This design comes from an exercise in tuning for small area on the open sky130 flow, not from production work.
The RTL was checked by simulation tests, not by an equivalence proof against the original design.

== old ==
==> flow/design.v <==
`timescale 1ns/1ps
`default_nettype none
module mem_cache_top (
    input  wire               ui_clk,
    input  wire               rst_n,
    input  wire               init_calib_complete,
    input  wire               cs,
    input  wire  [31:0]       host_addr,
    input  wire               host_lo,
    input  wire               host_hi,
    input  wire               host_we,
    input  wire  [15:0]       host_wdata,
    output logic [15:0]       rdata,
    output logic              busy,
    output logic              ready,
    output logic [27:0]       app_addr,
    output logic [2:0]        app_cmd,
    output logic              app_en,
    output logic [127:0]      app_wdf_data,
    output logic              app_wdf_wren,
    input  wire               app_rdy,
    input  wire               app_wdf_rdy,
    input  wire  [127:0]      app_rd_data,
    input  wire               app_rd_data_valid
);
    localparam logic [3:0] ST_START = 4'd0,    
                           ST_IDLE  = 4'd1,    
                           ST_CHK   = 4'd2,    
                           ST_VICT  = 4'd3,    
                           ST_VICTD = 4'd4,    
                           ST_WB    = 4'd5,    
                           ST_RDCMD = 4'd6,    
                           ST_RDWT  = 4'd7,    
                           ST_UNPKD = 4'd8,    
                           ST_UNPKT = 4'd9,    
                           ST_FIN   = 4'd10,   
                           ST_RDY   = 4'd11;   
    logic [3:0]   state;
    logic [5:0]   u;             
    logic [1:0]   ptr;           
    logic [1:0]   pc;            
    logic [1:0]   dc;            
    logic [1:0]   fslot;         
    logic         lane;          
    logic         found;
    logic         cmd_pend;
    logic         dat_pend;
    logic [28:0]  r_addr;
    logic         r_lo, r_hi, r_we;
    logic [15:0]  r_dat;         
    logic [7:0]   b [64];
    logic [24:0]  g0, g1, g2, g3;
    logic [3:0]   v;             
    logic [3:0]   d;             
    logic [127:0] win;           
    logic [127:0] win_nx;        
    logic [28:0]  la;
    logic [24:0]  line;
    logic [3:0]   off;
    logic         want;
    logic         match;
    logic         at_byte;       
    logic         tv;            
    logic         dv;            
    logic         tunpark;       
    logic         dunpark;       
    logic         tpark;         
    logic         dpark;         
    logic         ld_rd;         
    logic         ld_tag;        
    logic         set_dirty;
    logic         wr_now;
    logic         take;
    logic [7:0]   wbyte;
    assign la      = r_addr + {28'd0, lane};
    assign line    = la[28:4];
    assign off     = la[3:0];
    assign want    = lane ? r_hi : r_lo;
    assign match   = v[0] && (g0 == line);
    assign at_byte = found && (u[5:4] == fslot) && (u[3:0] == off);
    assign tv      = (u[1:0] == ptr);
    assign dv      = (u == {ptr, 4'd0});
    assign tunpark = (state == ST_UNPKT) && tv && (pc == 2'd0);
    assign dunpark = (state == ST_UNPKD) && dv && (dc == 2'd0);
    assign tpark   = ((state == ST_VICT) && tv) || (state == ST_VICTD) || (state == ST_WB)
                  || (state == ST_RDCMD) || (state == ST_RDWT) || (state == ST_UNPKD)
                  || ((state == ST_UNPKT) && !tunpark);
    assign dpark   = ((state == ST_VICTD) && dv) || (state == ST_WB) || (state == ST_RDCMD)
                  || (state == ST_RDWT) || ((state == ST_UNPKD) && !dunpark);
    assign ld_rd   = (state == ST_RDWT) && app_rd_data_valid;
    assign ld_tag  = ((state == ST_VICTD) && dv && !(v[0] && d[0]))
                  || ((state == ST_WB) && (!cmd_pend || app_rdy));
    assign take    = (state == ST_IDLE) && cs;
    assign set_dirty = (state == ST_FIN) && want && !found && match && r_we;
    assign wr_now  = (state == ST_FIN) && want && at_byte && r_we;
    assign wbyte   = lane ? r_dat[15:8] : r_dat[7:0];
    assign rdata        = r_dat;
    assign busy         = (state != ST_IDLE);
    assign ready        = (state == ST_RDY);
    assign app_en       = ((state == ST_WB) && cmd_pend) || (state == ST_RDCMD);
    assign app_cmd      = {2'b00, state == ST_RDCMD};
    assign app_addr     = {g0, 3'b000};
    assign app_wdf_wren = (state == ST_WB) && dat_pend;
    assign app_wdf_data = win;
    always_comb begin
        for (int i = 0; i < 16; i++) begin
            win[8*i +: 8] = b[15-i];
            win_nx[8*i +: 8] = (i == 15) ? b[63] : b[14-i];
        end
    end
    logic [127:0] win_d;
    assign win_d = ({128{ld_rd}} & app_rd_data) | ({128{dpark && !ld_rd}} & win)
                 | ({128{!dpark}} & win_nx);
    always_ff @(posedge ui_clk) begin
        for (int i = 0; i < 16; i++) b[15-i] <= win_d[8*i +: 8];
        b[16] <= dpark ? b[63] : (wr_now ? wbyte : b[15]);
        for (int j = 17; j < 64; j++) b[j] <= b[j-1];
    end
    always_ff @(posedge ui_clk) begin
        g0 <= ({25{ld_tag}} & line) | ({25{tpark && !ld_tag}} & g0) | ({25{!tpark}} & g3);
        if (tpark) begin
            if (ld_rd) d[0] <= 1'b0;
            g1   <= g3;
            d[1] <= d[3];
        end else begin
            d[0] <= d[3];
            g1   <= g0;
            d[1] <= d[0] | set_dirty;
        end
        g2 <= g1;
        g3 <= g2;
        d[2] <= d[1];
        d[3] <= d[2];
        if (!rst_n) v <= 4'd0;
        else if (tpark) v <= {v[2], v[1], v[3], v[0] | ld_rd};
        else            v <= {v[2:0], v[3]};
    end
    always_ff @(posedge ui_clk) begin
        if (!rst_n) begin
            state <= ST_START;
            u     <= 6'd0;
            ptr   <= 2'd0;
        end else begin
            u <= u + 6'd1;
            case (state)
                ST_START: if (init_calib_complete) state <= ST_IDLE;
                ST_IDLE: if (cs) begin
                    state <= ST_CHK;
                    lane  <= 1'b0;
                    pc    <= 2'd0;
                    found <= 1'b0;
                end
                ST_CHK: begin
                    pc    <= pc + 2'd1;
                    found <= found | match;
                    if (!want || pc == 2'd3) begin
                        pc    <= 2'd0;
                        found <= 1'b0;
                        if (want && !found && !match) state <= ST_VICT;
                        else if (lane) begin
                            lane  <= 1'b0;
                            state <= ST_FIN;
                        end else lane <= 1'b1;
                    end
                end
                ST_VICT: if (tv) state <= ST_VICTD;
                ST_VICTD: if (dv) begin
                    dc       <= 2'd1;        
                    cmd_pend <= 1'b1;
                    dat_pend <= 1'b1;
                    state    <= (v[0] && d[0]) ? ST_WB : ST_RDCMD;
                end
                ST_WB: begin
                    if (app_rdy) cmd_pend <= 1'b0;
                    if (app_wdf_rdy) dat_pend <= 1'b0;
                    if ((!cmd_pend || app_rdy) && (!dat_pend || app_wdf_rdy)) state <= ST_RDCMD;
                end
                ST_RDCMD: if (app_rdy) state <= ST_RDWT;
                ST_RDWT: if (app_rd_data_valid) state <= ST_UNPKD;
                ST_UNPKD: if (dunpark) state <= ST_UNPKT;
                ST_UNPKT: if (tunpark) begin
                    ptr   <= ptr + 2'd1;
                    lane  <= 1'b0;
                    found <= 1'b0;
                    state <= ST_CHK;
                end
                ST_FIN: begin
                    if (want && !found && match) begin
                        found <= 1'b1;
                        fslot <= u[1:0];
                    end
                    if (!want || at_byte) begin
                        found <= 1'b0;
                        lane  <= 1'b1;
                        if (lane) state <= ST_RDY;
                    end
                end
                ST_RDY: state <= ST_IDLE;
                default: state <= ST_START;
            endcase
            if (state == ST_VICT && tv) pc <= 2'd1;    
            else if (tpark) pc <= (pc == 2'd2) ? 2'd0 : pc + 2'd1;
            if (dpark && state != ST_VICTD) dc <= (dc == 2'd2) ? 2'd0 : dc + 2'd1;
        end
    end
    always_ff @(posedge ui_clk) begin
        if (take) begin
            r_addr <= host_addr[28:0];
            r_lo   <= host_lo;
            r_hi   <= host_hi;
            r_we   <= host_we;
            r_dat  <= host_wdata;
        end
        if ((state == ST_FIN) && (!want || at_byte)) begin
            if (lane) r_dat[15:8] <= want ? b[15] : 8'h00;
            else      r_dat[7:0]  <= want ? b[15] : 8'h00;
        end
    end
endmodule
`default_nettype wire
==> flow/config.mk <==
export PLATFORM = sky130hd
export DESIGN_NAME = mem_cache_top
export DESIGN_NICKNAME = mem_cache_top
export VERILOG_FILES = /design/flow/design.v
export SDC_FILE = /design/flow/constraint.sdc
export NUM_CORES = 4
export LEC_CHECK = 0
export CAP_MARGIN = 20
export CORE_MARGIN = 2
export CORE_UTILIZATION = 40
export SLEW_MARGIN = 20
==> flow/constraint.sdc <==
create_clock -name core_clock -period 6.0 [get_ports {ui_clk}]
set_input_delay 1.2000 -clock core_clock [delete_from_list [all_inputs] [get_ports {ui_clk}]]
set_output_delay 1.2000 -clock core_clock [all_outputs]
set_load 0.01 [all_outputs]
standard.sh (not shown) runs the stock make flow with config.mk's settings and CLKGATE_MAP_FILE= SYNTH_SCRIPT=/design/flow/synth_recipe.tcl, a recipe that flattens the netlist after the stock synthesis.
==> flow/flow/run.sh <==
#!/bin/bash
# Standard ORFS layout with two changes: the port buffers use the smallest
# buffer cell, and CTS builds its tree from clkbuf_4 with larger sink
# clusters and without dummy loads.  Each tool's output goes to its own log.
set -euo pipefail
cd "$(dirname "$0")/.."
export BUFFER_PORTS_ARGS="-buffer_cell sky130_fd_sc_hd__buf_1"
export CTS_ARGS="-sink_clustering_enable -repair_clock_nets -dont_use_dummy_load -buf_list sky130_fd_sc_hd__clkbuf_4 -sink_clustering_size 10 -sink_clustering_max_diameter 40"
bash standard.sh > standard_flow.log 2>&1
### old -> new
- CORE_UTILIZATION changed from 40 to 65
-- flow/flow/run.sh --
<<< old, line 2
# Standard ORFS layout with two changes: the port buffers use the smallest
# buffer cell, and CTS builds its tree from clkbuf_4 with larger sink
# clusters and without dummy loads.  Each tool's output goes to its own log.
>>> new, line 2
# Standard ORFS layout with three changes: the port buffers use the smallest
# buffer cell, CTS builds its tree from clkbuf_4 with larger sink clusters and
# without dummy loads, and global routing's repair downsizes cells on paths
# with slack to spare.  Each tool's output goes to its own log.
<<< old, line 9
>>> new, line 10
export RECOVER_POWER=100
- new: all stages done; final checks FAILED (capacitance limit, slew limit).
- Max final core utilization across new and old: new
- fslot[0]$_DFFE_PP_ as the destination of the critical timing path was reported by new, and fslot[1]$_DFFE_PP_ by old.
- The via density per instance in new sits about 14% above the value recorded for old.
- [compare] base=old new=new: die area now sits lower, worst hold slack now sits higher.

re-timing with driven ports:
Ports are ideal in the flow. The routed layouts listed here were re-timed in OpenROAD. Step 1 assumes that a clkbuf_16 drives the clock port and a buf_2 every other input. Step 2 times the ports against the registers' clock, not the clock port: input delays grow and output delays shrink by t, the midpoint of the rising clock arrivals with the driver on. Three values: ideal ports, drivers, drivers and shift; two values: the first two.
| run | shift t [ns] | setup slack, ns | worst setup path at the end |
|---|---|---|---|
| old | 0.846 | 1.655 / 1.655 / 1.655 | register to register |
| new | 0.758 | 0.871 / 0.871 / 0.871 | register to register |
